This is an optimization exercise on Yosys and OpenROAD, whose aim is small area, a short achievable clock period and few clock cycles per item, not a production implementation.
RTL that was checked went through simulation tests only; none was proved equivalent to the original.
Only the layout flow was run in run 5; the RTL was not checked for function there.
Power figures rest on the tool's default switching activity, not on a simulated workload.

==> flow/design.v <==
package iod_pkg;
  localparam int COUNT_WIDTH = 32;
  localparam logic [1:0] REG_LOWER = 2'd0;
  localparam logic [1:0] REG_UPPER = 2'd1;
  localparam logic [1:0] REG_GAIN  = 2'd2;
  localparam logic [1:0] REG_BETA  = 2'd3;
  localparam logic [16:0] LOWER_RESET = 17'd0;
  localparam logic [16:0] UPPER_RESET = 17'd65536;
  localparam logic [15:0] GAIN_RESET  = 16'd256;
  localparam logic [15:0] BETA_RESET  = 16'd5898;
endpackage
module iod_cbrt_step (
  input  logic [44:0] rem,
  input  logic [2:0]  grp,
  input  logic [21:0] y,
  input  logic [45:0] b,
  input  logic [37:0] u,
  input  logic [58:0] d,
  input  logic [15:0] beta,
  output logic [44:0] rem_n,
  output logic [21:0] y_n,
  output logic [45:0] b_n,
  output logic [37:0] u_n,
  output logic [58:0] d_n
);
  logic [47:0] cur;
  logic [48:0] diff;
  logic        t;
  logic [45:0] p0, q0, p1, q1;
  logic [45:0] x0s, x0c, x1s, x1c;
  logic [45:0] h0, h1;
  logic [58:0] da, db, dc, ds, dcy;
  assign cur  = {rem, grp};
  assign diff = {1'b0, cur} - {3'b0, b};
  assign t    = !diff[48];
  assign p0  = ~{23'b0, y, 1'b0};
  assign q0  = ~{24'b0, y};
  assign x0s = b ^ p0 ^ q0;
  assign x0c = {(b[44:0] & p0[44:0]) | (b[44:0] & q0[44:0]) | (p0[44:0] & q0[44:0]), 1'b1};
  assign p1  = {21'b0, y, 3'b011};
  assign q1  = {24'b0, y};
  assign x1s = b ^ p1 ^ q1;
  assign x1c = {(b[44:0] & p1[44:0]) | (b[44:0] & q1[44:0]) | (p1[44:0] & q1[44:0]), 1'b0};
  assign h0  = x0s + x0c;
  assign h1  = x1s + x1c;
  assign da  = {d[56:0], 2'b0};
  assign db  = {19'b0, u, 2'b0};
  assign dc  = {43'b0, beta};
  assign ds  = da ^ db ^ dc;
  assign dcy = {(da[57:0] & db[57:0]) | (da[57:0] & dc[57:0]) | (db[57:0] & dc[57:0]), 1'b0};
  assign rem_n = t ? diff[44:0] : cur[44:0];
  assign y_n   = {y[20:0], t};
  assign b_n   = t ? {h1[43:0], 2'b11} : {h0[43:0], 2'b01};
  assign u_n   = t ? ({u[36:0], 1'b0} + {22'b0, beta}) : {u[36:0], 1'b0};
  assign d_n   = t ? (ds + dcy) : da;
endmodule
module iod_div_step (
  input  logic [58:0] rem,
  input  logic [1:0]  bits,
  input  logic [58:0] d,
  input  logic [60:0] d3,
  output logic [58:0] rem_n,
  output logic [1:0]  digit
);
  logic [60:0] r;
  logic [61:0] r1;
  logic [61:0] r2;
  logic [61:0] r3;
  assign r  = {rem, bits};
  assign r1 = {1'b0, r} - {3'b0, d};
  assign r2 = {1'b0, r} - {2'b0, d, 1'b0};
  assign r3 = {1'b0, r} - {1'b0, d3};
  always_comb begin
    if (!r3[61]) begin
      digit = 2'd3;
      rem_n = r3[58:0];
    end else if (!r2[61]) begin
      digit = 2'd2;
      rem_n = r2[58:0];
    end else if (!r1[61]) begin
      digit = 2'd1;
      rem_n = r1[58:0];
    end else begin
      digit = 2'd0;
      rem_n = r[58:0];
    end
  end
endmodule
module interface_omega_damping (
  input  logic        clk,
  input  logic        rst,
  input  logic        cfg_we,
  input  logic [1:0]  cfg_index,
  input  logic [16:0] cfg_data,
  input  logic        in_valid,
  output logic        in_ready,
  input  logic        start_of_pass,
  input  logic [16:0] phase_fraction,
  input  logic [31:0] eddy_viscosity,
  input  logic [63:0] cell_volume,
  input  logic [63:0] omega_in,
  output logic        out_valid,
  input  logic        out_ready,
  output logic [63:0] omega_out,
  output logic        was_corrected,
  output logic        saturated,
  output logic [31:0] corrected_so_far,
  output logic [31:0] cells_so_far
);
  logic [16:0] lower_limit;
  logic [16:0] upper_limit;
  logic [15:0] beta_star;
  logic [18:0] g6;     
  logic [20:0] g18;    
  always_ff @(posedge clk) begin
    if (rst) begin
      lower_limit  <= iod_pkg::LOWER_RESET;
      upper_limit  <= iod_pkg::UPPER_RESET;
      g6           <= 19'(iod_pkg::GAIN_RESET) * 19'd6;
      g18          <= 21'(iod_pkg::GAIN_RESET) * 21'd18;
      beta_star    <= iod_pkg::BETA_RESET;
    end else if (cfg_we) begin
      case (cfg_index)
        iod_pkg::REG_LOWER: lower_limit  <= cfg_data;
        iod_pkg::REG_UPPER: upper_limit  <= cfg_data;
        iod_pkg::REG_GAIN: begin
          g6  <= {1'b0, cfg_data[15:0], 2'b0} + {2'b0, cfg_data[15:0], 1'b0};
          g18 <= {1'b0, cfg_data[15:0], 4'b0} + {4'b0, cfg_data[15:0], 1'b0};
        end
        iod_pkg::REG_BETA:  beta_star    <= cfg_data[15:0];
        default: ;
      endcase
    end
  end
  logic        c_v;
  logic        c_corr;
  logic        c_sop;
  logic        c_done;
  logic [4:0]  c_gleft;    
  logic [4:0]  c_mleft;    
  logic [65:0] c_src;      
  logic [63:0] c_om;       
  logic [44:0] c_rem;
  logic [21:0] c_y;
  logic [45:0] c_b;
  logic [37:0] c_u;
  logic [58:0] c_d;
  logic [51:0] c_p;        
  logic        h_v;        
  logic        h_sop;
  logic [63:0] h_omega;
  logic        h1_v;       
  logic        h1_sop;
  logic [63:0] h1_omega;
  logic        d_busy;
  logic        d_sop;
  logic [5:0]  d_left;     
  logic [58:0] d_rem;
  logic [63:0] d_q;
  logic [58:0] d_d;
  logic [60:0] d_d3;
  logic in_window;
  logic accept;
  logic d_free;
  logic take_h;
  logic take_c;
  logic h_free;
  logic to_h;
  logic to_c;
  logic c_fin;
  logic c_step;
  logic c_ovf;
  logic finish;
  logic emit;
  logic emit_sop;
  logic emit_corr;
  logic c_v_next;
  logic c_fin_next;
  logic h_v_next;
  logic h1_v_next;
  logic d_busy_next;
  logic out_valid_next;
  logic [4:0] gleft_n;
  logic [4:0] mleft_n;
  assign in_window = (phase_fraction > lower_limit) && (phase_fraction < upper_limit);
  assign accept    = in_valid && in_ready;
  assign c_fin     = !c_corr || c_done;
  assign c_step    = c_v && c_corr && !c_done;
  assign d_free    = !d_busy && (!out_valid || out_ready);
  assign take_h    = d_free && h_v;
  assign take_c    = d_free && !h_v && c_v && c_fin;
  assign h_free    = !h1_v || take_h;
  logic to_h_p;
  logic to_c_p;
  logic c_cont_v;
  logic c_cont_fin;
  logic c_v_next_p;
  logic c_v_next_k;
  logic c_fin_next_p;
  logic c_fin_next_k;
  logic h_v_next_p;
  logic h_v_next_k;
  logic h1_v_next_p;
  logic h1_v_next_k;
  logic in_ready_p;
  logic in_ready_k;
  logic h_keep;
  logic h1_keep;
  assign to_h_p     = accept && h_free;
  assign to_c_p     = accept && !h_free;
  assign c_cont_v   = c_v && !take_c;
  assign c_cont_fin = c_fin || ((gleft_n == 5'd0) && (mleft_n == 5'd0));
  assign h_keep     = h1_v || (h_v && !take_h);
  assign h1_keep    = h1_v && !take_h;
  assign c_v_next_p   = to_c_p || c_cont_v;
  assign c_v_next_k   = accept || c_cont_v;
  assign c_fin_next_p = to_c_p || c_cont_fin;
  assign c_fin_next_k = !accept && c_cont_fin;
  assign h_v_next_p   = to_h_p || h_keep;
  assign h_v_next_k   = h_keep;
  assign h1_v_next_p  = h1_keep || (to_h_p && h_keep);
  assign h1_v_next_k  = h1_keep;
  assign to_h      = in_window ? 1'b0 : to_h_p;
  assign to_c      = in_window ? accept : to_c_p;
  assign c_v_next  = in_window ? c_v_next_k : c_v_next_p;
  assign c_fin_next = in_window ? c_fin_next_k : c_fin_next_p;
  assign h_v_next  = in_window ? h_v_next_k : h_v_next_p;
  assign h1_v_next = in_window ? h1_v_next_k : h1_v_next_p;
  assign d_busy_next    = (d_busy && !finish) || (take_c && c_corr && !c_ovf);
  assign out_valid_next = (out_valid && !out_ready) || emit;
  assign in_ready_p = !c_v_next_p || (c_fin_next_p && !h_v_next_p && !d_busy_next && !out_valid_next);
  assign in_ready_k = !c_v_next_k || (c_fin_next_k && !h_v_next_k && !d_busy_next && !out_valid_next);
  always_ff @(posedge clk) begin
    if (rst) begin
      in_ready <= 1'b1;
    end else begin
      in_ready <= in_window ? in_ready_k : in_ready_p;
    end
  end
  logic [44:0] cs_rem;
  logic [21:0] cs_y;
  logic [45:0] cs_b;
  logic [37:0] cs_u;
  logic [58:0] cs_d;
  logic        skip_g;
  logic [20:0] m_mult;
  logic [21:0] m_sum;
  iod_cbrt_step u_cbrt_step (
    .rem   (c_rem),
    .grp   (c_src[65:63]),
    .y     (c_y),
    .b     (c_b),
    .u     (c_u),
    .d     (c_d),
    .beta  (beta_star),
    .rem_n (cs_rem),
    .y_n   (cs_y),
    .b_n   (cs_b),
    .u_n   (cs_u),
    .d_n   (cs_d)
  );
  assign skip_g  = (c_y == 22'd0) && (c_src[65:54] == 12'd0) && (c_gleft[4:2] != 3'd0);
  assign gleft_n = (c_gleft == 5'd0) ? 5'd0 : skip_g ? c_gleft - 5'd4 : c_gleft - 5'd1;
  assign mleft_n = (c_mleft == 5'd0) ? 5'd0 : c_mleft - 5'd1;
  always_comb begin
    case (c_p[1:0])
      2'd0:    m_mult = 21'd0;
      2'd1:    m_mult = {2'b0, g6};
      2'd2:    m_mult = {1'b0, g6, 1'b0};
      default: m_mult = g18;
    endcase
  end
  assign m_sum = {2'b0, c_p[51:32]} + {1'b0, m_mult};
  always_ff @(posedge clk) begin
    if (rst) begin
      c_v <= 1'b0;
    end else begin
      c_v <= c_v_next;
    end
  end
  always_ff @(posedge clk) begin
    if (in_ready) begin
      c_corr  <= in_window;
      c_sop   <= start_of_pass;
      c_done  <= 1'b0;
      c_gleft <= 5'd22;
      c_mleft <= 5'd16;
      c_src   <= {2'b00, cell_volume};
      c_om    <= omega_in;
      c_rem   <= '0;
      c_y     <= '0;
      c_b     <= 46'd1;
      c_u     <= '0;
      c_d     <= '0;
      c_p     <= {20'd0, eddy_viscosity};
    end else if (c_step) begin
      c_gleft <= gleft_n;
      c_mleft <= mleft_n;
      c_done  <= (gleft_n == 5'd0) && (mleft_n == 5'd0);
      if (c_gleft != 5'd0) begin
        if (skip_g) begin
          c_src <= {c_src[53:0], 12'd0};
        end else begin
          c_src <= {c_src[62:0], 3'd0};
          c_rem <= cs_rem;
          c_y   <= cs_y;
          c_b   <= cs_b;
          c_u   <= cs_u;
          c_d   <= cs_d;
        end
      end
      if (c_mleft != 5'd0) begin
        c_p <= {m_sum, c_p[31:2]};
      end
    end
  end
  always_ff @(posedge clk) begin
    if (rst) begin
      h_v  <= 1'b0;
      h1_v <= 1'b0;
    end else begin
      h_v  <= h_v_next;
      h1_v <= h1_v_next;
    end
  end
  always_ff @(posedge clk) begin
    if (take_h && h1_v) begin
      h_sop   <= h1_sop;
      h_omega <= h1_omega;
    end else if (!h_v || take_h) begin
      h_sop   <= start_of_pass;
      h_omega <= omega_in;
    end
    if (!h1_v || take_h) begin
      h1_sop   <= start_of_pass;
      h1_omega <= omega_in;
    end
  end
  logic [58:0] ds_rem;
  logic [1:0]  ds_digit;
  logic [66:0] r8;
  logic        skip_q;
  logic [5:0]  dleft_n;
  assign c_ovf = (c_d[58:29] == 30'd0) && (c_p[50:22] >= c_d[28:0]);
  logic c_z8;
  logic c_z16;
  logic [60:0] d_lb;
  assign d_lb = (c_step && (c_gleft != 5'd0) && !skip_g) ? {c_d, 2'b0} : {2'b0, c_d};
  logic [51:0] p_nx;
  assign p_nx = (c_mleft != 5'd0) ? {m_sum, c_p[31:2]} : c_p;
  always_ff @(posedge clk) begin
    c_z8  <= (c_mleft[4:1] == 4'd0) && ((d_lb[60:45] != 16'd0) || (p_nx[50:6] < d_lb[44:0]));
    c_z16 <= (c_mleft[4:1] == 4'd0) && ({p_nx[50:0], 10'd0} < d_lb);
  end
  iod_div_step u_div_step (
    .rem   (d_rem),
    .bits  (d_q[63:62]),
    .d     (d_d),
    .d3    (d_d3),
    .rem_n (ds_rem),
    .digit (ds_digit)
  );
  assign r8      = {d_rem, d_q[63:56]};
  assign skip_q  = (r8 < {8'd0, d_d}) && (d_left > 6'd4);
  assign dleft_n = skip_q ? d_left - 6'd4 : d_left - 6'd1;
  assign finish  = d_busy && (d_left == 6'd1);
  always_ff @(posedge clk) begin
    if (rst) begin
      d_busy    <= 1'b0;
      out_valid <= 1'b0;
    end else begin
      d_busy    <= d_busy_next;
      out_valid <= out_valid_next;
    end
  end
  always_ff @(posedge clk) begin
    if (!d_busy) begin
      d_rem  <= c_z16 ? {c_p[48:0], 10'd0} : c_z8 ? {14'd0, c_p[50:6]} : {30'd0, c_p[50:22]};
      d_d    <= c_d;
      d_d3   <= {2'b0, c_d} + {1'b0, c_d, 1'b0};
      d_left <= c_z16 ? 6'd16 : c_z8 ? 6'd24 : 6'd32;
      d_sop  <= c_sop;
    end else begin
      d_left <= dleft_n;
      d_rem  <= skip_q ? r8[58:0] : ds_rem;
    end
  end
  always_ff @(posedge clk) begin
    if (d_busy) begin
      d_q <= skip_q ? {d_q[55:0], 8'd0} : {d_q[61:0], ds_digit};
    end else if (d_free) begin
      was_corrected <= !h_v && c_corr;
      saturated     <= !h_v && c_corr && c_ovf;
      if (h_v) begin
        d_q <= h_omega;
      end else if (!c_corr) begin
        d_q <= c_om;
      end else if (c_ovf) begin
        d_q <= '1;
      end else begin
        d_q <= c_z16 ? 64'd0 : c_z8 ? {c_p[5:0], 58'd0} : {c_p[21:0], 42'd0};
      end
    end
  end
  assign omega_out = d_q;
  logic [31:0] tc_inc;
  logic [31:0] cc_inc;
  logic emit_ready;
  assign emit_ready = !d_busy && (h_v || (c_v && c_fin && (!c_corr || c_ovf)));
  assign emit       = finish || ((!out_valid || out_ready) && emit_ready);
  assign emit_sop   = d_busy ? d_sop : h_v ? h_sop : c_sop;
  assign emit_corr  = d_busy || (!h_v && c_corr);
  assign tc_inc = (&cells_so_far) ? cells_so_far : cells_so_far + 32'd1;
  assign cc_inc = (&corrected_so_far) ? corrected_so_far : corrected_so_far + 32'd1;
  always_ff @(posedge clk) begin
    if (rst) begin
      cells_so_far     <= '0;
      corrected_so_far <= '0;
    end else if (emit) begin
      cells_so_far     <= emit_sop ? 32'd1 : tc_inc;
      corrected_so_far <= emit_sop ? {31'd0, emit_corr} : (emit_corr ? cc_inc : corrected_so_far);
    end
  end
endmodule
==> flow/run.sh <==
#!/bin/bash
# synth_recipe.tcl (not shown) runs the flow's synth.tcl, then flattens the netlist and writes it again
# the make line also repeats each setting of config.mk as NAME=value (left out here)
make -C /OpenROAD-flow-scripts/flow DESIGN_CONFIG=/design/flow/config.mk WORK_HOME=/design/flow/orfs CLKGATE_MAP_FILE= SYNTH_SCRIPT=/design/flow/synth_recipe.tcl finish
==> flow/config.mk <==
export PLATFORM = sky130hd
export DESIGN_NAME = interface_omega_damping
export DESIGN_NICKNAME = interface_omega_damping
export VERILOG_FILES = /design/flow/design.v
export SDC_FILE = /design/flow/constraint.sdc
export NUM_CORES = 4
export LEC_CHECK = 0
export CAP_MARGIN = 20
export CORE_MARGIN = 2
export CORE_UTILIZATION = 60
export SETUP_SLACK_MARGIN = 0.4
export SLEW_MARGIN = 20
==> flow/constraint.sdc <==
create_clock -name core_clock -period 13.5 [get_ports {clk}]
set_input_delay 2.7000 -clock core_clock [delete_from_list [all_inputs] [get_ports {clk}]]
set_output_delay 2.7000 -clock core_clock [all_outputs]
set_load 0.01 [all_outputs]
==> reports/metrics.cfg, run 1 <==
[timing]
worst_pin_slew_ns = 1.16
fmax_mhz = 160
min_period_ns = 6.27
setup-violations-final = 0
setup_tns_ns = 0
drv_slew = 0
worst_clock_skew_ns = 0.0336
rsz0062_at_grt = false
slew_headroom_pct = 21.8
hold_viol_final = 0
fin_crit_sh_pct = 46.4

[worst_setup_path]
path_cells = or4_1 > nor3_1 > nand3_1 > nand2_4 > buf_4 > nand2_1 > a21boi_0 > ha_1 > nor2b_1 > o21ai_0 > nand2b_1 > a21oi_1 > nor2b_1 > o21ai_0 > nand2b_1 > a21oi_1 > o41ai_1 > a221oi_1 > o31a_1
path_delay_family = simple AND/OR/NAND/NOR gates
crit_slowest_cell = nand3_1
crit_type = register to register
cp-start-kind = register
required_ns = 14.16
cp_slowest_stage_delay_ns = 0.92
cp_num_buf_inv = 1
crit_path_end_kind = register
worst-path-max-fanout = 51
crit_arrival_ns = 6.93

[die]
start_util_pct = 60.3
die_w_um = 348
die_h_um = 348
io-pin-count = 334
die-area_sq_um = 121000
core-area_sq_um = 118000
placement_rows = 126

[synth]
synth_edf_count = 480
syn-cell-area_sq_um = 71000
post_synth_num_cell_types = 89
synth.area.top_cells = edfxtp_1, dfxtp_1, ha_1
ys.warnings.count = 2
synth.top_cell.area_share_pct = 20.3
yosys.area.top_type = edfxtp_1
synth_seq_area_share_pct = 33.3
syn_inst = 8270
syn_nets = 9239
async_flop_share_pct = 0
synth_seq_cells = 941
synth_area_per_cell_sq_um = 8.59
synth_common_cells = a21oi_1, nand2_1, ha_1
synth_most_common_cell = a21oi_1
synth_flop_cell = edfxtp_1

[final_layout]
area_delta_synth_final_pct = 11.2
layout-drive-gt1-share_pct = 5.07
final_area_sq_um = 79000
num-nets-final = 9332
n_fill_cell = 9744
multi_input_area_sq_um = 44400
seq_area_sq_um = 23700

[clocking]
cts_hold_buf = 0
numCtsBuffers = 105
cts.sinks = 941
cts_resized = 0
path_clk_slew_ns = 0.06
clock_latency_ns = 0.75
cts_max_path_buffers = 3
htree_levels = 3
cts_root_buf = clkbuf_16
postCtsSetupBuffers = 0
cts_tree = yes

[pwr]
swShare_pct = 42.8
pwr-share-comb_pct = 48.2
pwr-share-seq_pct = 28.3
clock_power_share_pct = 23.6
power_w = 0.0127
p_sw_w = 0.00544
ir_drop_mv = 0.273
p_leak_nw = 33.2
powerDensity_nw_per_um2 = 161
intPower_w = 0.00728

[routing]
drc = 0
routedWlPerCell_um = 22.8
ant_nets = 0
drt_wl_total_mm = 228
drtIter0Drc = 6796
post_drt_via_cell_ratio = 6.42
firstDrtPassIters = 13
vias = 64240

[global_routing]
antenna_found_initial = 18
grt_pass1_wl_mm = 348
grtUsageTotal_pct = 36.5
grt_pass1_vias = 59936
overflow = 0
grt_max_degree = 166

[flow_run]
cap_violations = 0

[min_path]
hp-class = register to register

[placement]
gp_routability_congestion = 1.01
placed_cell_area_sq_um = 75400
portBuffers = 333
dpl.hpwl_mm = 172

[run_status]
status = complete, no violations

[routing by layer]
| metal | part of all wire, % | global-route usage (%) |
|---|---|---|
| met1 | 42 | 49.8 |
| met4 | 4.4 | 14.7 |
| met3 | 8.8 | 6.09 |
| met5 | 0.081 | 0 |
| met2 | 45 | 57.9 |
[state kept, by name, summed over array words and instances, names as in the netlist, 45 cells and up]
register	flops
c_d	58
c_om	64
c_p	52
c_rem	45
c_src	66
d_d	59
d_d3	60
d_q	64
d_rem	59
h1_omega	64
h_omega	64
[cell type report]
type                    count  share of cell area (%)
repair buffers            399                    4.88
diodes                     12                  0.0380
multi-input cells        6494                    56.2
flip-flops and latches    941                    29.9
inverters                 422                    2.01
clock inverters            56                   0.890
clock buffers             143                    3.64
well taps                1536                    2.43
[worst paths after layout]
| kind | start | endpoint | slack [ns] | cells after the start |
|---|---|---|---|---|
| worst min-delay path | upper_limit[6] | upper_limit[6] | 0.45 | 2 |
| worst max register to register | c_y[10] | c_z16 | 7.23 | 19 |
| worst max-delay path | c_y[10] | c_z16 | 7.23 | 19 |
| worst min register to register | upper_limit[6] | upper_limit[6] | 0.45 | 2 |
[layout by cell type, fill, tap and decap left out, types with 67 or more instances in the layout]
cell / instances
edfxtp_1: 480
o21a_1: 72
nand2b_1: 67
nor3_1: 142
xnor2_1: 262
nand2_1: 868
and3_1: 73
mux2_2: 118
mux2i_1: 139
clkdlybuf4s50_1: 332
xor2_1: 213
nor2b_1: 76
ha_1: 705
a21o_1: 278
o21ai_0: 518
inv_1: 418
clkbuf_16: 105
a211oi_1: 213
a21oi_1: 897
nand4_1: 141
nand3_1: 153
dfxtp_1: 456
nor2_1: 649
o211ai_1: 141
[worst register-to-register path, stage by stage, from the launching register on]
cell and delay [ns]:
dfxtp_1 0.37, or4_1 0.54, nor3_1 0.66, nand3_1 0.92
nand2_4 0.78, buf_4 0.62, nand2_1 0.20, a21boi_0 0.21
ha_1 0.39, nor2b_1 0.13, o21ai_0 0.16, nand2b_1 0.07
a21oi_1 0.14, nor2b_1 0.05, o21ai_0 0.15, nand2b_1 0.07
a21oi_1 0.15, o41ai_1 0.09, a221oi_1 0.31, o31a_1 0.18
[power by group through the flow]
stage	clock (W)	sequential, W	combinational, W
global route	0.00313	0.00361	0.00657
floorplan	0	0.00353	0.00420
global placement	0	0.00364	0.00588
CTS	0.00302	0.00358	0.00597
detailed placement	0	0.00364	0.00594
finish	0.00300	0.00360	0.00613
[kinds of logic (layout without fill, tap and decap cells)]
family                     after synthesis  count (layout)  share of synthesized area [%]
AOI/OAI and AO/OA                     2610            2610                           23.1
buffers and inverters                  835            1020                           4.44
xor gates and xnor gates               475             475                           5.86
and+or+nand+nor                       2385            2385                           15.3
adders and majority gates              767             767                           14.2
muxes                                  257             257                           3.83
DFF                                    941             941                           33.3
other                                    0              12                              0
[metrics by stage]
stage / setup slack (ns) / util (%) / cells / hold slack, ns
floorplan: 5.30 / - / 8270 / 0.428
global placement: 7.09 / 64.0 / 9790 / 0.440
detailed placement: 7.13 / 64.0 / 9790 / 0.447
CTS: 7.38 / 67.0 / 9989 / 0.455
global route: 6.92 / 67.1 / 10001 / 0.470
finish: 7.23 / 67.1 / 10003 / 0.453
Testbench counts, summed over its fixed seeds: cycles 16,475, items 1,200.
==> run 2, diff against run 1 <==
--- a/flow/design.v
+++ b/flow/design.v
@@ -346,5 +346,5 @@
   logic c_z16;
   logic [60:0] d_lb;
-  assign d_lb = (c_step && (c_gleft != 5'd0) && !skip_g) ? {c_d, 2'b0} : {2'b0, c_d};
+  assign d_lb = {2'b0, c_d};
   logic [51:0] p_nx;
   assign p_nx = (c_mleft != 5'd0) ? {m_sum, c_p[31:2]} : c_p;
==> flow/flow/run.sh (new file) <==
#!/bin/bash
set -euo pipefail
export BUFFER_PORTS_ARGS="-buffer_cell sky130_fd_sc_hd__buf_2"
bash standard.sh > standard.log 2>&1
==> flow/standard.sh (new file) <==
#!/bin/bash
# synth_recipe.tcl (not shown) runs the flow's synth.tcl, then flattens the netlist and writes it again
# the make line also repeats each setting of config.mk as NAME=value (left out here)
make -C /OpenROAD-flow-scripts/flow DESIGN_CONFIG=/design/flow/config.mk WORK_HOME=/design/flow/orfs CLKGATE_MAP_FILE= SYNTH_SCRIPT=/design/flow/synth_recipe.tcl "${@:-finish}"
removed: flow/run.sh
==> run 2 against run 1 <==
  * Cell area down 2.3%
  * Setup slack better by 0.41 ns
  * Fmax up 6.9%
  * Global-route usage up 0.19 points
  * Routed wire length up 0.64%
  * Non-clock buffer count up 3
  * Die area down 0.53%
  * Clock-buffer cell count down 8
  * Still clean on timing, DRC and antenna
  * Critical endpoint unchanged
==> reports/metrics.cfg, run 2 <==
[placement]
portBuffers = 333  ; unchanged
placed_cell_area_sq_um = 73400  ; -2.6%
dpl.hpwl_mm = 170  ; -1.0%
gp_routability_congestion = 0.997  ; -1.2%

[timing]
min_period_ns = 5.86  ; -0.407 ns
slew_headroom_pct = 27.9  ; +6.2 points
worst_clock_skew_ns = 0.0462  ; +0.0126 ns
fin_crit_sh_pct = 43.4  ; -3.0 points
setup_tns_ns = 0  ; unchanged
worst_pin_slew_ns = 1.08  ; -0.0764 ns
rsz0062_at_grt = false
setup-violations-final = 0  ; unchanged
fmax_mhz = 171  ; +6.9%
hold_viol_final = 0  ; unchanged
drv_slew = 0  ; unchanged

[synth]
async_flop_share_pct = 0  ; unchanged
synth_most_common_cell = nand2_1
synth_area_per_cell_sq_um = 8.60  ; +0.15%
yosys.area.top_type = edfxtp_1
syn_inst = 8213  ; -0.69%
synth_common_cells = nand2_1, ha_1, a21oi_1
synth_seq_area_share_pct = 33.5  ; +0.18 points
synth_flop_cell = edfxtp_1
synth_seq_cells = 941  ; unchanged
post_synth_num_cell_types = 92  ; +3.4%
ys.warnings.count = 2  ; unchanged
syn_nets = 9184  ; -0.60%
synth_edf_count = 480  ; unchanged
synth.area.top_cells = edfxtp_1, dfxtp_1, ha_1
syn-cell-area_sq_um = 70600  ; -0.54%
synth.top_cell.area_share_pct = 20.4  ; +0.11 points

[pwr]
swShare_pct = 46.4  ; +3.6 points
clock_power_share_pct = 21.6  ; -2.0 points
powerDensity_nw_per_um2 = 184  ; +14%
intPower_w = 0.00761  ; +4.5%
pwr-share-seq_pct = 25.6  ; -2.7 points
pwr-share-comb_pct = 52.8  ; +4.6 points
p_leak_nw = 33.1  ; about the same
ir_drop_mv = 0.462  ; +69%
p_sw_w = 0.00658  ; +21%

[final_layout]
num-nets-final = 9295  ; -0.40%
largest_register_ffs = 66  ; unchanged
final_cell_mix = nand2_1, ha_1, a21oi_1
largest-register = c_src
final_common_cell = nand2_1
layout-drive-gt1-share_pct = 9.48  ; +4.4 points
n_fill_cell = 9787  ; +0.44%
area_delta_synth_final_pct = 9.23
final_area_sq_um = 77200  ; -2.3%

[die]
io-pin-count = 334  ; unchanged
placement_rows = 125  ; -0.79%
die-area_sq_um = 120000  ; -0.53%
start_util_pct = 60.6  ; +0.32 points
die_w_um = 347  ; -0.27%
core-area_sq_um = 117000  ; -1.1%
die_h_um = 347  ; -0.27%

[routing]
routedWlPerCell_um = 23.1  ; +1.0%
drc = 0  ; unchanged
drt_wl_total_mm = 230  ; +0.64%
firstDrtPassIters = 6  ; -7
post_drt_via_cell_ratio = 6.40  ; -0.35%
vias = 63766  ; -0.74%
ant_nets = 0  ; unchanged
drtIter0Drc = 7113  ; +4.7%

[clocking]
numCtsBuffers = 105  ; unchanged
path_clk_slew_ns = 0.06  ; about the same
cts_root_buf = clkbuf_16
cts.sinks = 941  ; unchanged
cts_resized = 0  ; unchanged
cts_max_path_buffers = 3  ; unchanged
cts_hold_buf = 0  ; unchanged
cts_tree = yes
postCtsSetupBuffers = 0  ; unchanged
htree_levels = 3  ; unchanged
clock_latency_ns = 0.72  ; -0.03 ns

[worst_setup_path]
required_ns = 14.14  ; -0.02 ns
worst-path-max-fanout = 25  ; -51%
crit_arrival_ns = 6.50  ; -0.43 ns
timing.critical_path.from = c_p[0]
crit_path_end = c_z16
r2r_start = c_p[0]
rr_worst_depth = 24  ; +5
r2r_end = c_z16
crit_type = register to register
rrSetupSlack_ns = 7.64  ; +0.41 ns
crit_path_end_kind = register
cp-start-kind = register

[min_path]
hp-class = register to register

[global_routing]
antenna_found_initial = 30  ; +12
grtUsageTotal_pct = 36.7  ; +0.19 points
grt_pass1_vias = 59218  ; -1.2%
grt_max_degree = 205  ; +23%
overflow = 0  ; unchanged
grt_pass1_wl_mm = 347  ; -0.32%

[run_status]
status = complete, no violations

[flow_run]
cap_violations = 0  ; unchanged

run 2: changes by cell type after synthesis, moves of 19 or more:
cell      change
mux2i_1      -31
a21oi_1     -201
xnor2_1      +29
clkbuf_1     -34
o211ai_1     -49
a31oi_1      +80
a21o_1       +29
o221ai_1     +19
xor2_1       -23
nor2_1       -27
nor2b_1      -22
a211oi_1     +32
nand2_1     +121
nor3_1       +23
run 2: worst min path at each step:
| stage | end | startpoint | cells past startpoint |
|---|---|---|---|
| 2_1_floorplan | c_done | c_done | 2 |
| 4_1_cts | upper_limit[12] | upper_limit[12] | 2 |
| 6_report | lower_limit[12] | lower_limit[12] | 2 |
| 3_3_place_gp | g18[6] | g18[6] | 2 |
| 3_5_place_dp | g18[6] | g18[6] | 2 |
| 5_1_grt | lower_limit[12] | lower_limit[12] | 2 |
run 2: worst max-delay path, cell delays in order, from the launching register on:
cell and delay [ns]:
edfxtp_1 0.78, nor2b_1 0.92, a22o_1 0.30, inv_1 0.06, fa_1 0.43, nor2b_1 0.13, o21a_1 0.13, o21ai_0 0.10
a21oi_1 0.23, o21a_1 0.15, o21a_1 0.15, nor2_1 0.06, xnor2_1 0.15, o21ai_0 0.37, ha_1 0.34, a21o_1 0.17
a21oi_1 0.13, o21ai_0 0.10, a21o_1 0.18, a21oi_1 0.13, o21ai_0 0.10, a21o_1 0.18, a211oi_1 0.22, o21ai_0 0.14
nor3_1 0.13
run 2: final cells by class:
class,count,area (sq um),area share [%]
antenna,23,57.6,0.0746
clock buffer,135,2950,3.82
clock inverter,65,741,0.960
inverter,433,1630,2.11
multi-input combinational,6441,44000,57.0
sequential,941,23700,30.7
tap,1524,1910,2.47
timing repair buffer,402,2220,2.88
run 2: cells by family after synthesis:
kind of cell | count (synthesis) | synth area share (%)
AND/OR/NAND/NOR | 2480 | 15.9
adder cells (fa/ha/maj) | 769 | 14.3
flip-flops | 941 | 33.5
AO/OA/AOI/OAI | 2480 | 22.4
XOR/XNOR | 481 | 5.96
multiplexers | 231 | 3.49
buffers and inverters | 831 | 4.50
run 2: per-stage QoR:
step | worst slack [ns] | power, W | hold slack [ns] | utilization (%) | std cells
after floorplan | 7.45 | 0.00868 | 0.428 | - | 8213
after global placement | 7.73 | 0.0109 | 0.441 | 63.0 | 9740
after detailed placement | 7.63 | 0.0109 | 0.447 | 63.0 | 9740
after CTS | 7.70 | 0.0140 | 0.456 | 66.2 | 9940
after global routing | 7.29 | 0.0149 | 0.469 | 66.2 | 9952
final | 7.64 | 0.0142 | 0.455 | 66.2 | 9964
run 2: power by group through the flow:
| stage | combinational [W] | clock (W) | sequential, W |
|---|---|---|---|
| floorplan | 0.00510 | 0 | 0.00358 |
| global placement | 0.00719 | 0 | 0.00367 |
| detailed placement | 0.00722 | 0 | 0.00368 |
| CTS | 0.00727 | 0.00308 | 0.00362 |
| global route | 0.00805 | 0.00319 | 0.00365 |
| finish | 0.00749 | 0.00306 | 0.00364 |
run 2: routing by layer:
layer	part of all wire, %	track usage, %
met2	44	56.1
met5	0.037	0
met4	4.8	16.2
met3	10	7.51
met1	41	50.3
Testbench counts of run 2, summed over its fixed seeds: cycles 16,518, items 1,200.
==> run 3, diff against run 2 <==
--- a/flow/design.v
+++ b/flow/design.v
@@ -191,49 +191,18 @@
   assign take_c    = d_free && !h_v && c_v && c_fin;
   assign h_free    = !h1_v || take_h;
-  logic to_h_p;
-  logic to_c_p;
-  logic c_cont_v;
-  logic c_cont_fin;
-  logic c_v_next_p;
-  logic c_v_next_k;
-  logic c_fin_next_p;
-  logic c_fin_next_k;
-  logic h_v_next_p;
-  logic h_v_next_k;
-  logic h1_v_next_p;
-  logic h1_v_next_k;
-  logic in_ready_p;
-  logic in_ready_k;
-  logic h_keep;
-  logic h1_keep;
-  assign to_h_p     = accept && h_free;
-  assign to_c_p     = accept && !h_free;
-  assign c_cont_v   = c_v && !take_c;
-  assign c_cont_fin = c_fin || ((gleft_n == 5'd0) && (mleft_n == 5'd0));
-  assign h_keep     = h1_v || (h_v && !take_h);
-  assign h1_keep    = h1_v && !take_h;
-  assign c_v_next_p   = to_c_p || c_cont_v;
-  assign c_v_next_k   = accept || c_cont_v;
-  assign c_fin_next_p = to_c_p || c_cont_fin;
-  assign c_fin_next_k = !accept && c_cont_fin;
-  assign h_v_next_p   = to_h_p || h_keep;
-  assign h_v_next_k   = h_keep;
-  assign h1_v_next_p  = h1_keep || (to_h_p && h_keep);
-  assign h1_v_next_k  = h1_keep;
-  assign to_h      = in_window ? 1'b0 : to_h_p;
-  assign to_c      = in_window ? accept : to_c_p;
-  assign c_v_next  = in_window ? c_v_next_k : c_v_next_p;
-  assign c_fin_next = in_window ? c_fin_next_k : c_fin_next_p;
-  assign h_v_next  = in_window ? h_v_next_k : h_v_next_p;
-  assign h1_v_next = in_window ? h1_v_next_k : h1_v_next_p;
+  assign to_h      = accept && !in_window && h_free;
+  assign to_c      = accept && !to_h;
+  assign c_v_next       = to_c || (c_v && !take_c);
+  assign c_fin_next     = to_c ? !in_window
+                               : (c_fin || ((gleft_n == 5'd0) && (mleft_n == 5'd0)));
+  assign h_v_next       = to_h || h1_v || (h_v && !take_h);
+  assign h1_v_next      = h1_v ? (to_h || !take_h) : (to_h && h_v && !take_h);
   assign d_busy_next    = (d_busy && !finish) || (take_c && c_corr && !c_ovf);
   assign out_valid_next = (out_valid && !out_ready) || emit;
-  assign in_ready_p = !c_v_next_p || (c_fin_next_p && !h_v_next_p && !d_busy_next && !out_valid_next);
-  assign in_ready_k = !c_v_next_k || (c_fin_next_k && !h_v_next_k && !d_busy_next && !out_valid_next);
   always_ff @(posedge clk) begin
     if (rst) begin
       in_ready <= 1'b1;
     end else begin
-      in_ready <= in_window ? in_ready_k : in_ready_p;
+      in_ready <= !c_v_next || (c_fin_next && !h_v_next && !d_busy_next && !out_valid_next);
     end
   end
@@ -339,18 +308,14 @@
   logic [58:0] ds_rem;
   logic [1:0]  ds_digit;
-  logic [66:0] r8;
-  logic        skip_q;
   logic [5:0]  dleft_n;
   assign c_ovf = (c_d[58:29] == 30'd0) && (c_p[50:22] >= c_d[28:0]);
   logic c_z8;
   logic c_z16;
-  logic [60:0] d_lb;
-  assign d_lb = {2'b0, c_d};
-  logic [51:0] p_nx;
-  assign p_nx = (c_mleft != 5'd0) ? {m_sum, c_p[31:2]} : c_p;
-  always_ff @(posedge clk) begin
-    c_z8  <= (c_mleft[4:1] == 4'd0) && ((d_lb[60:45] != 16'd0) || (p_nx[50:6] < d_lb[44:0]));
-    c_z16 <= (c_mleft[4:1] == 4'd0) && ({p_nx[50:0], 10'd0} < d_lb);
-  end
+  logic c_z4;
+  logic c_z12;
+  assign c_z4  = (c_d[58:37] != 22'd0) || (c_p[50:14] < c_d[36:0]);
+  assign c_z8  = (c_d[58:45] != 14'd0) || (c_p[50:6] < c_d[44:0]);
+  assign c_z12 = (c_d[58:53] != 6'd0) || ({c_p[50:0], 2'd0} < c_d[52:0]);
+  assign c_z16 = ({c_p[50:0], 10'd0} < {2'd0, c_d});
   iod_div_step u_div_step (
     .rem   (d_rem),
@@ -361,7 +326,5 @@
     .digit (ds_digit)
   );
-  assign r8      = {d_rem, d_q[63:56]};
-  assign skip_q  = (r8 < {8'd0, d_d}) && (d_left > 6'd4);
-  assign dleft_n = skip_q ? d_left - 6'd4 : d_left - 6'd1;
+  assign dleft_n = d_left - 6'd1;
   assign finish  = d_busy && (d_left == 6'd1);
   always_ff @(posedge clk) begin
@@ -376,17 +339,18 @@
   always_ff @(posedge clk) begin
     if (!d_busy) begin
-      d_rem  <= c_z16 ? {c_p[48:0], 10'd0} : c_z8 ? {14'd0, c_p[50:6]} : {30'd0, c_p[50:22]};
+      d_rem  <= c_z16 ? {c_p[48:0], 10'd0} : c_z12 ? {6'd0, c_p[50:0], 2'd0} :
+                c_z8 ? {14'd0, c_p[50:6]} : c_z4 ? {22'd0, c_p[50:14]} : {30'd0, c_p[50:22]};
       d_d    <= c_d;
       d_d3   <= {2'b0, c_d} + {1'b0, c_d, 1'b0};
-      d_left <= c_z16 ? 6'd16 : c_z8 ? 6'd24 : 6'd32;
+      d_left <= c_z16 ? 6'd16 : c_z12 ? 6'd20 : c_z8 ? 6'd24 : c_z4 ? 6'd28 : 6'd32;
       d_sop  <= c_sop;
     end else begin
       d_left <= dleft_n;
-      d_rem  <= skip_q ? r8[58:0] : ds_rem;
+      d_rem  <= ds_rem;
     end
   end
   always_ff @(posedge clk) begin
     if (d_busy) begin
-      d_q <= skip_q ? {d_q[55:0], 8'd0} : {d_q[61:0], ds_digit};
+      d_q <= {d_q[61:0], ds_digit};
     end else if (d_free) begin
       was_corrected <= !h_v && c_corr;
@@ -399,5 +363,6 @@
         d_q <= '1;
       end else begin
-        d_q <= c_z16 ? 64'd0 : c_z8 ? {c_p[5:0], 58'd0} : {c_p[21:0], 42'd0};
+        d_q <= c_z16 ? 64'd0 : c_z12 ? 64'd0 : c_z8 ? {c_p[5:0], 58'd0} :
+               c_z4 ? {c_p[13:0], 50'd0} : {c_p[21:0], 42'd0};
       end
     end
--- a/flow/config.mk
+++ b/flow/config.mk
@@ -8,5 +8,5 @@
 export CAP_MARGIN = 20
 export CORE_MARGIN = 2
-export CORE_UTILIZATION = 60
+export CORE_UTILIZATION = 40
 export SETUP_SLACK_MARGIN = 0.4
 export SLEW_MARGIN = 20
==> run 3 against run 2 <==
  * Still clean
  * Clock-buffer cell count unchanged
  * Cell area up 1.6%
  * Highest routed layer unchanged
  * Synthesized cell count down 2.0%
  * Total power down 0.27%
==> reports/metrics.cfg, run 3 <==
[run_status]
status = complete, no violations

[routing]
drc = 0  ; unchanged
drtIter0Drc = 6142  ; -14%
ant_nets = 0  ; unchanged
routedWlPerCell_um = 21.6  ; -6.5%
post_drt_via_cell_ratio = 5.87  ; -8.2%
drt_wl_total_mm = 230  ; -0.17%
vias = 62483  ; -2.0%
firstDrtPassIters = 8  ; +2

[final_layout]
final_area_sq_um = 78400  ; +1.6%
largest_register_ffs = 66  ; unchanged
final_cell_mix = nand2_1, ha_1, a21oi_1
final_common_cell = nand2_1
layout.cells.non_filler = 10638  ; +6.8%
layout-drive-gt1-share_pct = 9.53  ; +0.053 points
n_fill_cell = 17096  ; +75%
area_delta_synth_final_pct = 11.0
largest-register = c_src
num-nets-final = 9189  ; -1.1%

[worst_setup_path]
required_ns = 14.18  ; +0.04 ns
cp-start-kind = register
worst-path-max-fanout = 43  ; +72%
crit_arrival_ns = 6.13  ; -0.37 ns
crit_type = register to register
crit_path_end_kind = register

[timing]
worst_clock_skew_ns = 0.0712  ; +0.0250 ns
setup_slack_ns = 8.05  ; +0.405 ns
fin_crit_sh_pct = 40.4  ; -3.0 points
min_period_ns = 5.45  ; -0.405 ns
hold_viol_final = 0  ; unchanged
worst_pin_slew_ns = 1.26  ; +0.179 ns
fmax_mhz = 183  ; +7.4%
setup-violations-final = 0  ; unchanged
rsz0062_at_grt = false
slew_headroom_pct = 15.9  ; -12 points
setup_tns_ns = 0  ; unchanged
drv_slew = 0  ; unchanged

[placement]
gp_routability_congestion = 0.944  ; -5.3%
placed_cell_area_sq_um = 74500  ; +1.5%
dpl.hpwl_mm = 168  ; -1.2%
dp_slack_ns = 7.58  ; -0.0510 ns
placed_cells = 10420  ; +7.0%
portBuffers = 333  ; unchanged

[pwr]
p_leak_nw = 32.5  ; -1.9%
clock_power_share_pct = 22.2  ; +0.6 points
pwr-share-comb_pct = 51.5  ; -1.3 points
intPower_w = 0.00788  ; +3.6%
p_sw_w = 0.00627  ; -4.7%
powerDensity_nw_per_um2 = 181  ; -1.8%
swShare_pct = 44.3  ; -2.1 points
pwr-share-seq_pct = 26.3  ; +0.7 points
ir_drop_mv = 0.221  ; -52%

[global_routing]
overflow = 0  ; unchanged
antenna_found_initial = 28  ; -6.7%
grt_max_degree = 187  ; -8.8%
grt_pass1_vias = 58742  ; -0.80%
grt_pass1_wl_mm = 348  ; +0.47%
grtUsageTotal_pct = 24.4  ; -12 points

[die]
die_h_um = 424  ; +22%
io-pin-count = 334  ; unchanged
start_util_pct = 40.2  ; -20 points
placement_rows = 154  ; +23%
die-area_sq_um = 180000  ; +49%
core-area_sq_um = 176000  ; +51%
die_w_um = 424  ; +22%

[clocking]
htree_levels = 3  ; unchanged
path_clk_slew_ns = 0.06  ; about the same
postCtsSetupBuffers = 0  ; unchanged
cts_resized = 0  ; unchanged
cts_root_buf = clkbuf_16
numCtsBuffers = 109  ; +3.8%
cts.sinks = 939  ; -0.21%
cts_hold_buf = 0  ; unchanged
clock_latency_ns = 0.79  ; +0.07 ns
cts_max_path_buffers = 3  ; unchanged
cts_tree = yes

[synth]
syn-cell-area_sq_um = 70600  ; about the same
synth_seq_cells = 939  ; -0.21%
syn_nets = 9045  ; -1.5%
synth.area.top_cells = edfxtp_1, dfxtp_1, ha_1
synth_seq_area_share_pct = 33.4  ; -0.053 points
yosys.area.top_type = edfxtp_1
synth_area_per_cell_sq_um = 8.77  ; +2.0%
synth_common_cells = nand2_1, ha_1, a21oi_1
synth_flop_cell = edfxtp_1
post_synth_num_cell_types = 102  ; +11%
synth_edf_count = 478  ; -0.42%
async_flop_share_pct = 0  ; unchanged
ys.warnings.count = 2  ; unchanged
synth.top_cell.area_share_pct = 20.3  ; -0.066 points
synth_most_common_cell = nand2_1
syn_inst = 8047  ; -2.0%

[flow_run]
cap_violations = 0  ; unchanged

[min_path]
hp-class = register to register

run 3: cell count changes after synthesis, sizes merged, moves of 16 or more:
| cell | before | now |
|---|---|---|
| a221o | 5 | 22 |
| a22oi | 13 | 51 |
| a31oi | 138 | 57 |
| and3 | 59 | 84 |
| ha | 707 | 734 |
| nand2 | 994 | 804 |
| nand2b | 83 | 67 |
| nand3 | 153 | 170 |
| nor2 | 628 | 612 |
| o21a | 72 | 113 |
| o21ai | 526 | 475 |
| o311ai | 3 | 45 |
| xor2 | 190 | 160 |
run 3: critical path, cell delays in order (launching register included):
cell and delay [ns]:
dfxtp_1 0.66, inv_1 0.35, ha_1 0.39, nor2b_1 0.13, o21a_1 0.11, o21a_1 0.10, o21ai_1 0.06, a211oi_1 0.44
o21ai_1 0.18, a2111oi_1 0.61, nor2_4 0.09, buf_4 0.36, o21a_1 0.27, buf_4 0.25, or4_1 0.76, or3_1 0.38
a21oi_1 0.18
run 3: final timing paths:
kind / startpoint / end / slack (ns) / cells past startpoint
max: c_d[1] / corrected_so_far[13] / 8.05 / 16
min: g18[11] / g18[11] / 0.45 / 2
max reg2reg: c_d[1] / corrected_so_far[13] / 8.05 / 16
min reg2reg: g18[11] / g18[11] / 0.45 / 2
run 3: cell type report:
cell class              instances  area (sq um)  share of cell area (%)
well taps                    2340          2930                    3.74
diodes                         12          30.0                  0.0383
flip-flops and latches        939         23600                    30.1
clock buffers                 135          2940                    3.75
multi-input cells            6283         44000                    56.2
repair buffers                416          2320                    2.96
inverters                     442          1670                    2.13
clock inverters                71           878                    1.12
run 3: power by group through the flow:
stage / Sequential (W) / Clock [W] / Combinational, W
2_1_floorplan: 0.00366 / 0 / 0.00526
5_1_grt: 0.00375 / 0.00330 / 0.00796
6_report: 0.00372 / 0.00314 / 0.00729
3_5_place_dp: 0.00376 / 0 / 0.00713
3_3_place_gp: 0.00376 / 0 / 0.00708
4_1_cts: 0.00371 / 0.00319 / 0.00718
run 3: cell families (layout without fill, tap and decap cells):
family	Yosys count	in the layout	synth area share (%)
AND/OR/NAND/NOR	2306	2306	15.1
flip-flops	939	939	33.4
other	0	12	0
XOR/XNOR	455	455	5.65
buffers and inverters	825	1064	4.47
adder cells (fa/ha/maj)	797	797	14.8
AO/OA/AOI/OAI	2517	2517	23.4
multiplexers	208	208	3.15
run 3: metal layers:
layer	vias to the layer above	wire, um	part of all wire [%]	GRT usage, %
met5	-	101	0.044	0
met4	16	8350	3.6	8.35
met2	2089	103000	45	38.7
met1	29910	104000	45	34.2
li1	29991	-	-	-
met3	477	14300	6.2	3.01
run 3: through the flow:
stage	utilization [%]	total power (W)	hold slack, ns
2_1_floorplan	-	0.00892	0.427
3_5_place_dp	42.4	0.0109	0.446
5_1_grt	44.6	0.0150	0.474
3_3_place_gp	42.4	0.0108	0.440
6_report	44.6	0.0142	0.451
4_1_cts	44.6	0.0141	0.452
Testbench counts of run 3, summed over its fixed seeds: cycles 16,465, items 1,200.
==> run 4, diff against run 3 <==
--- a/flow/design.v
+++ b/flow/design.v
@@ -253,7 +253,15 @@
       c_sop   <= start_of_pass;
       c_done  <= 1'b0;
-      c_gleft <= 5'd22;
+      if (cell_volume[63:42] == 22'd0) begin
+        c_gleft <= 5'd14;
+        c_src   <= {cell_volume[41:0], 24'd0};
+      end else if (cell_volume[63:54] == 10'd0) begin
+        c_gleft <= 5'd18;
+        c_src   <= {cell_volume[53:0], 12'd0};
+      end else begin
+        c_gleft <= 5'd22;
+        c_src   <= {2'b00, cell_volume};
+      end
       c_mleft <= 5'd16;
-      c_src   <= {2'b00, cell_volume};
       c_om    <= omega_in;
       c_rem   <= '0;
--- a/flow/config.mk
+++ b/flow/config.mk
@@ -8,5 +8,5 @@
 export CAP_MARGIN = 20
 export CORE_MARGIN = 2
-export CORE_UTILIZATION = 40
+export CORE_UTILIZATION = 60
 export SETUP_SLACK_MARGIN = 0.4
 export SLEW_MARGIN = 20
==> run 4 against run 3 <==
  * Still clean on timing, DRC and antenna
  * Hold slack improved by 0.0049 ns
  * Clock power fell by 3%
  * Flip-flop and latch count did not move
  * Cell area fell by 0.52%
  * Critical path type unchanged
  * Highest routed layer unchanged
==> reports/metrics.cfg, run 4 <==
[routing]
drtIter0Drc = 6750  ; +9.9%
ant_nets = 0  ; unchanged
drt_wl_total_mm = 232  ; +1.0%
firstDrtPassIters = 12  ; +4
vias = 64903  ; +3.9%
drc = 0  ; unchanged
post_drt_via_cell_ratio = 6.47  ; +10%
routedWlPerCell_um = 23.1  ; +7.2%

[global_routing]
grtUsageTotal_pct = 37.0  ; +13 points
grt_pass1_vias = 61419  ; +4.6%
grt_max_degree = 183  ; -2.1%
antenna_found_initial = 44  ; +57%
overflow = 0  ; unchanged
grt_pass1_wl_mm = 354  ; +1.5%

[clocking]
cts_tree = yes
cts_max_path_buffers = 3  ; unchanged
cts_root_buf = clkbuf_16
htree_levels = 3  ; unchanged
numCtsBuffers = 106  ; -2.8%
path_clk_slew_ns = 0.06  ; about the same
postCtsSetupBuffers = 0  ; unchanged
cts.sinks = 939  ; unchanged
cts_hold_buf = 0  ; unchanged
clock_latency_ns = 0.77  ; -0.02 ns
cts_resized = 0  ; unchanged

[worst_setup_path]
cp_num_buf_inv = 2  ; -1
crit_type = register to register
required_ns = 14.08  ; -0.10 ns
path_cells = inv_1 > ha_1 > fa_1 > nand2b_1 > a21oi_1 > a211oi_2 > o211ai_2 > a221o_1 > a311oi_4 > o31a_4 > o21ba_4 > o21ai_4 > buf_4 > a211oi_1 > a21oi_1 > o21ai_0
worst-path-max-fanout = 73  ; +70%
cp_common_cell = a21oi_1
cp_slowest_stage_delay_ns = 0.73  ; -0.03 ns
cp-start-kind = register
crit_path_end_kind = register
rrSetupSlack_ns = 7.92  ; -0.13 ns
path_delay_family = compound AO/OA/AOI/OAI gates
crit_slowest_cell = edfxtp_1
crit_arrival_ns = 6.16  ; +0.03 ns

[timing]
fmax_mhz = 179  ; -2.2%
fin_crit_sh_pct = 41.3  ; +0.93 points
setup-violations-final = 0  ; unchanged
holdWs_ns = 0.455  ; +0.00487 ns
hold_viol_final = 0  ; unchanged
setup_slack_ns = 7.92  ; -0.125 ns
min_period_ns = 5.58  ; +0.125 ns
slew_headroom_pct = 19.3  ; +3.4 points
setup_tns_ns = 0  ; unchanged
drv_slew = 0  ; unchanged
rsz0062_at_grt = false
worst_clock_skew_ns = 0.0768  ; +0.00562 ns
worst_pin_slew_ns = 1.20  ; -0.0606 ns

[synth]
syn_nets = 9238  ; +2.1%
synth_area_per_cell_sq_um = 8.64  ; -1.5%
ys.warnings.count = 2  ; unchanged
syn_inst = 8240  ; +2.4%
yosys.area.top_type = edfxtp_1
syn-cell-area_sq_um = 71200  ; +0.90%
synth_most_common_cell = nand2_1
synth_flop_cell = edfxtp_1
synth_seq_cells = 939  ; unchanged
async_flop_share_pct = 0  ; unchanged
post_synth_num_cell_types = 101  ; -0.98%
synth.area.top_cells = edfxtp_1, ha_1, dfxtp_1
synth_common_cells = nand2_1, a21oi_1, ha_1
synth_edf_count = 485  ; +1.5%
synth_seq_area_share_pct = 33.2  ; -0.20 points
synth.top_cell.area_share_pct = 20.5  ; +0.11 points

[placement]
dp_slack_ns = 7.63  ; +0.0581 ns
portBuffers = 333  ; unchanged
gp_routability_congestion = 1.03  ; +9.2%
dpl.hpwl_mm = 171  ; +1.7%

[die]
start_util_pct = 60.4  ; +20 points
core-area_sq_um = 118000  ; -33%
placement_rows = 126  ; -18%
io-pin-count = 334  ; unchanged
die_w_um = 349  ; -18%
die-area_sq_um = 121000  ; -32%
die_h_um = 349  ; -18%

[final_layout]
final_common_cell = nand2_1
largest-register = c_src
area_delta_synth_final_pct = 9.49
layout-drive-gt1-share_pct = 9.52  ; about the same
final_cell_mix = nand2_1, a21oi_1, ha_1
post-route-util_pct = 66.1  ; +22 points
largest_register_ffs = 66  ; unchanged
num-nets-final = 9370  ; +2.0%

[flow_run]
cap_violations = 0  ; unchanged

[min_path]
hp-class = register to register

[run_status]
status = complete, no violations

[pwr]
ir_drop_mv = 0.172  ; -22%
p_leak_nw = 32.5  ; -0.11%
powerDensity_nw_per_um2 = 169  ; -6.4%

==> run 4: cell types whose count changed after synthesis, sizes merged, moves of 30 or more <==
| cell | delta |
|---|---|
| nor3 | +39 |
| o311ai | -30 |
| nand3 | +44 |
| nand2 | +62 |
| a21oi | +76 |
| mux2i | -45 |
| o21a | -50 |
==> run 4: cell type report <==
type                    count  area, sq um
multi-input cells        6436        44400
fillers                  9975        40000
flip-flops and latches    939        23700
clock buffers             133         2890
repair buffers            427         2460
well taps                1536         1920
inverters                 462         1740
clock inverters            65          787
diodes                     27         67.6
==> run 4: logic make-up after synthesis <==
| logic type | share of synthesized area (%) |
|---|---|
| XOR/XNOR | 5.87 |
| adder cells (fa/ha/maj) | 14.7 |
| flip-flops | 33.2 |
| AND/OR/NAND/NOR | 15.8 |
| buffers and inverters | 4.65 |
| AO/OA/AOI/OAI | 23.4 |
| multiplexers | 2.43 |
==> run 4: metrics by stage <==
stage | std cells | cell area, sq um | power (W)
2_1_floorplan | 8240 | 71200 | 0.00821
3_3_place_gp | 9797 | 74100 | 0.00994
3_5_place_dp | 9799 | 74200 | 0.00999
4_1_cts | 9997 | 77900 | 0.0130
5_1_grt | 10018 | 77900 | 0.0139
6_report | 10025 | 78000 | 0.0132
==> run 4: path summary, 6_finish.rpt <==
check	from	endpoint	cells after the start
min	lower_limit[6]	lower_limit[6]	2
max reg2reg	d_q[63]	d_rem[12]	16
max	d_q[63]	d_rem[12]	16
min reg2reg	lower_limit[6]	lower_limit[6]	2
==> run 4: where the power goes <==
group	total (W)	switching [W]	internal, W
Combinational	0.00649	0.00415	0.00234
Sequential	0.00364	0.000307	0.00333
Clock	0.00305	0.00129	0.00176
==> run 4: worst min-delay path: cells and delay by family, from the launching register on <==
family	cells	cell delay, ns
flip-flops	1	0.31
AND/OR/NAND/NOR	1	0.05
AO/OA/AOI/OAI	1	0.05
==> run 4: layer usage <==
layer / global-route usage (%) / wire length, um
met1: 48.1 / 94300
met2: 59.5 / 105000
met3: 6.60 / 19900
met4: 17.8 / 12000
met5: 0 / 243
Testbench counts of run 4, summed over its fixed seeds: cycles 16,327, items 1,200.
==> run 5, diff against run 4 <==
--- a/flow/design.v
+++ b/flow/design.v
@@ -110,4 +110,5 @@
   logic [16:0] lower_limit;
   logic [16:0] upper_limit;
+  logic [15:0] damping_gain;
   logic [15:0] beta_star;
   logic [18:0] g6;     
@@ -117,6 +118,5 @@
       lower_limit  <= iod_pkg::LOWER_RESET;
       upper_limit  <= iod_pkg::UPPER_RESET;
-      g6           <= 19'(iod_pkg::GAIN_RESET) * 19'd6;
-      g18          <= 21'(iod_pkg::GAIN_RESET) * 21'd18;
+      damping_gain <= iod_pkg::GAIN_RESET;
       beta_star    <= iod_pkg::BETA_RESET;
     end else if (cfg_we) begin
@@ -124,8 +124,5 @@
         iod_pkg::REG_LOWER: lower_limit  <= cfg_data;
         iod_pkg::REG_UPPER: upper_limit  <= cfg_data;
-        iod_pkg::REG_GAIN: begin
-          g6  <= {1'b0, cfg_data[15:0], 2'b0} + {2'b0, cfg_data[15:0], 1'b0};
-          g18 <= {1'b0, cfg_data[15:0], 4'b0} + {4'b0, cfg_data[15:0], 1'b0};
-        end
+        iod_pkg::REG_GAIN:  damping_gain <= cfg_data[15:0];
         iod_pkg::REG_BETA:  beta_star    <= cfg_data[15:0];
         default: ;
@@ -133,4 +130,8 @@
     end
   end
+  always_ff @(posedge clk) begin
+    g6  <= {1'b0, damping_gain, 2'b0} + {2'b0, damping_gain, 1'b0};
+    g18 <= {1'b0, damping_gain, 4'b0} + {4'b0, damping_gain, 1'b0};
+  end
   logic        c_v;
   logic        c_corr;
@@ -253,15 +254,7 @@
       c_sop   <= start_of_pass;
       c_done  <= 1'b0;
-      if (cell_volume[63:42] == 22'd0) begin
-        c_gleft <= 5'd14;
-        c_src   <= {cell_volume[41:0], 24'd0};
-      end else if (cell_volume[63:54] == 10'd0) begin
-        c_gleft <= 5'd18;
-        c_src   <= {cell_volume[53:0], 12'd0};
-      end else begin
-        c_gleft <= 5'd22;
-        c_src   <= {2'b00, cell_volume};
-      end
+      c_gleft <= 5'd22;
       c_mleft <= 5'd16;
+      c_src   <= {2'b00, cell_volume};
       c_om    <= omega_in;
       c_rem   <= '0;
==> flow/run.sh (new file) <==
#!/bin/bash
# synth_recipe.tcl (not shown) runs the flow's synth.tcl, then flattens the netlist and writes it again
# the make line also repeats each setting of config.mk as NAME=value (left out here)
make -C /OpenROAD-flow-scripts/flow DESIGN_CONFIG=/design/flow/config.mk WORK_HOME=/design/flow/orfs CLKGATE_MAP_FILE= SYNTH_SCRIPT=/design/flow/synth_recipe.tcl finish
--- a/flow/config.mk
+++ b/flow/config.mk
@@ -8,5 +8,5 @@
 export CAP_MARGIN = 20
 export CORE_MARGIN = 2
-export CORE_UTILIZATION = 60
+export CORE_UTILIZATION = 40
 export SETUP_SLACK_MARGIN = 0.4
 export SLEW_MARGIN = 20
removed: flow/flow/run.sh
removed: flow/standard.sh
==> run 5 against run 4 <==
  * Routed wire length increased by 4.5%
  * Critical path depth shrank 6
  * Combinational power up 22%
  * Total power rose by 14%
  * Die area is 50% higher
  * Via count is 1.7% lower
  * Setup slack improved by 0.13 ns
  * Fmax up 2.5%
  * Register-to-register slack improved by 0.33 ns
  * Hold slack lost 0.0013 ns
  * Largest power group unchanged
  * Highest routed layer unchanged
==> reports/metrics.cfg, run 5 <==
[timing]
worst_clock_skew_ns = 0.0680  ; -0.00886 ns
holdWs_ns = 0.454  ; -0.00134 ns
rsz0062_at_grt = false
fin_crit_sh_pct = 40.3  ; -0.99 points
setup_tns_ns = 0  ; unchanged
setup-violations-final = 0  ; unchanged
worst_pin_slew_ns = 1.10  ; -0.104 ns
setup_slack_ns = 8.05  ; +0.133 ns
drv_slew = 0  ; unchanged
slew_headroom_pct = 27.0  ; +7.7 points
min_period_ns = 5.45  ; -0.133 ns
hold_viol_final = 0  ; unchanged
fmax_mhz = 184  ; +2.5%

[synth]
syn_nets = 9129  ; -1.2%
ys.warnings.count = 2  ; unchanged
synth.top_cell.area_share_pct = 20.1  ; -0.32 points
synth_flop_cell = edfxtp_1
synth_seq_cells = 955  ; +1.7%
synth_common_cells = nand2_1, a21oi_1, ha_1
async_flop_share_pct = 0  ; unchanged
syn_inst = 8131  ; -1.3%
synth_seq_area_share_pct = 33.5  ; +0.31 points
yosys.area.top_type = edfxtp_1
post_synth_num_cell_types = 116  ; +15%
synth.area.top_cells = edfxtp_1, dfxtp_1, ha_1
synth_edf_count = 478  ; -1.4%
synth_most_common_cell = nand2_1
synth_area_per_cell_sq_um = 8.77  ; +1.5%
syn-cell-area_sq_um = 71300  ; +0.13%

[clocking]
cts_root_buf = clkbuf_16
cts_resized = 0  ; unchanged
numCtsBuffers = 112  ; +5.7%
cts.sinks = 955  ; +1.7%
postCtsSetupBuffers = 0  ; unchanged
cts_tree = yes
cts_max_path_buffers = 3  ; unchanged
clock_latency_ns = 0.77  ; about the same
path_clk_slew_ns = 0.06  ; about the same
cts_hold_buf = 0  ; unchanged
htree_levels = 3  ; unchanged

[die]
die-area_sq_um = 182000  ; +50%
io-pin-count = 334  ; unchanged
core-area_sq_um = 177000  ; +50%
placement_rows = 154  ; +22%
start_util_pct = 40.4  ; -20 points
die_h_um = 426  ; +22%
die_w_um = 426  ; +22%

[worst_setup_path]
required_ns = 14.19  ; +0.11 ns
rrSetupSlack_ns = 8.25  ; +0.33 ns
rr_worst_depth = 15  ; -1
cp-start-kind = primary input
cp_slowest_stage_delay_ns = 0.74  ; about the same
r2r_start = d_q[63]
crit_arrival_ns = 6.14  ; -0.02 ns
path_delay_family = simple AND/OR/NAND/NOR gates
cp_num_buf_inv = 3  ; +1
path_cells = clkdlybuf4s50_1 > nor2b_1 > inv_1 > nand2_1 > inv_1 > nand2_1 > and2_1 > and2_0 > o21ai_0 > a21oi_1
crit_path_end_kind = register
worst-path-max-fanout = 18  ; -75%
crit_type = primary input to register
r2r_end = d_rem[23]
crit_slowest_cell = and2_0

[min_path]
hp-class = register to register
holdCritStartpoint = lower_limit[1]
whs_path_depth = 2  ; unchanged
hold_end = lower_limit[1]

[routing]
vias = 63781  ; -1.7%
post_drt_via_cell_ratio = 5.94  ; -8.3%
drc = 0  ; unchanged
drtIter0Drc = 5753  ; -15%
firstDrtPassIters = 7  ; -5
routed.top_layer = met5
routedWlPerCell_um = 22.6  ; -2.5%
wl_met2_mm = 109  ; +2.9%
ant_nets = 0  ; unchanged
drt-met1-wl_mm = 111  ; +18%
drt_wl_total_mm = 242  ; +4.5%
route.met3.wl_mm = 14.6  ; -26%

[final_layout]
num-nets-final = 9293  ; -0.82%
largest-register = c_src
final_common_cell = nand2_1
largest_register_ffs = 66  ; unchanged
area_delta_synth_final_pct = 13.3
final_cell_mix = nand2_1, a21oi_1, ha_1
layout-drive-gt1-share_pct = 6.03  ; -3.5 points

[pwr]
powerDensity_nw_per_um2 = 185  ; +9.7%
ir_drop_mv = 0.256  ; +49%
p_leak_nw = 32.7  ; +0.57%

[flow_run]
cap_violations = 0  ; unchanged

[global_routing]
grt_pass1_vias = 60101  ; -2.1%
antenna_found_initial = 18  ; -59%
grt_pass1_wl_mm = 364  ; +3.0%
grtUsageTotal_pct = 25.6  ; -11 points
overflow = 0  ; unchanged
grt_max_degree = 199  ; +8.7%

[placement]
dp_slack_ns = 7.32  ; -0.317 ns
dpl.hpwl_mm = 179  ; +4.5%
portBuffers = 333  ; unchanged
gp_routability_congestion = 0.946  ; -8.3%

[run_status]
status = complete, no violations

[run 5: changes by cell type after synthesis, sizes merged, moves of 33 or more]
cell / delta
a211oi: -62
clkbuf: -41
nand3: -49
nor2: -98
nor3: -56
o21a: +44
o311ai: +40
o31ai: +42
xnor2: -46
xor2: -33
[run 5: worst min-delay path, cell delays in order (launching register included)]
cell and delay, ns:
dfxtp_1 0.31, nand2_1 0.05, a21oi_1 0.05
[run 5: how the worst max path moves through the flow]
stage,start,endpoint,slack (ns),cells past startpoint
2_1_floorplan,d_busy,d_q[0],5.38,6
3_3_place_gp,out_ready,cells_so_far[21],7.47,10
3_5_place_dp,out_ready,cells_so_far[12],7.32,10
4_1_cts,out_ready,cells_so_far[12],8.13,10
5_1_grt,out_ready,cells_so_far[21],7.82,10
6_report,out_ready,cells_so_far[12],8.05,10
[run 5: final cells by class]
class / count / area [sq um]
repair buffers: 419 / 4000
clock buffers: 148 / 3060
well taps: 2340 / 2930
flip-flops and latches: 955 / 23900
multi-input cells: 6339 / 44300
fillers: 17079 / 95900
inverters: 468 / 1760
diodes: 13 / 32.5
clock inverters: 63 / 747
[run 5: layer usage]
layer / vias to the layer above / global-route usage (%)
li1: 30445 / -
met1: 30662 / 36.3
met2: 2187 / 40.2
met3: 479 / 3.22
met4: 8 / 8.45
met5: - / 0
[run 5: per-stage QoR]
step	instance area [sq um]	cells	total power, W	util [%]
after floorplan	71300	8131	0.00920	-
after global placement	76900	10521	0.0116	43.5
after detailed placement	76900	10521	0.0116	43.5
after CTS	80700	10732	0.0148	45.7
after global routing	80700	10743	0.0158	45.7
final	80800	10745	0.0150	45.7
[run 5: cell families (layout without fill, tap and decap cells)]
group | after synthesis | count (layout) | synth area share, %
compound gates | 2653 | 2653 | 24.4
simple gates | 2295 | 2295 | 15.1
flops | 955 | 955 | 33.5
buf+inv | 837 | 1098 | 4.52
fa+ha+maj | 797 | 797 | 14.6
xor+xnor | 398 | 398 | 4.89
mux | 196 | 196 | 2.95
other cells | 0 | 13 | 0
[run 5: power by group]
part / total, W / switching, W / leakage [nW] / internal [W]
logic: 0.00794 / 0.00505 / 21.7 / 0.00289
clock network: 0.00317 / 0.00135 / 1.84 / 0.00182
registers: 0.00387 / 0.000408 / 9.10 / 0.00346
total: 0.0150 / 0.00681 / 32.7 / 0.00817

## afterwards: timing with drivers on the ports
How much do the figures lean on ideal ports? The routed layouts below were timed once more, with nothing changed but the port constraints. Step 1 assumes that a clkbuf_16 drives the clock port and a buf_2 every other input. Step 2 times the ports against the registers' clock, not the clock port: input delays grow and output delays shrink by t, the midpoint of the rising clock arrivals with the driver on. a / b / c = no drivers / after step 1 / after step 2; a / b = the first two.
run | t (ns) | setup slack, ns | hold WS [ns] | worst register clock-pin slew, ns | worst slew at a driven data input, ns
run 1 | 0.806 | 7.234 / 7.234 / 7.046 | 0.453 / 0.453 / 0.453 | 0.07 / 0.07 | 0.11
run 2 | 0.776 | 7.641 / 7.641 / 7.524 | 0.455 / 0.455 / 0.455 | 0.07 / 0.07 | 0.18
run 3 | 0.829 | 8.046 / 8.046 / 7.535 | 0.451 / 0.451 / 0.451 | 0.08 / 0.08 | 0.15
run 4 | 0.817 | 7.921 / 7.921 / 7.566 | 0.455 / 0.455 / 0.455 | 0.07 / 0.07 | 0.15
run 5 | 0.824 | 8.054 / 8.116 / 7.293 | 0.454 / 0.454 / 0.454 | 0.07 / 0.07 | 0.13
After both steps setup and hold are still met in every run listed. The setup slack of run 5, which loses most, moves by +0.062 ns with the drivers and by -0.761 ns with both steps.
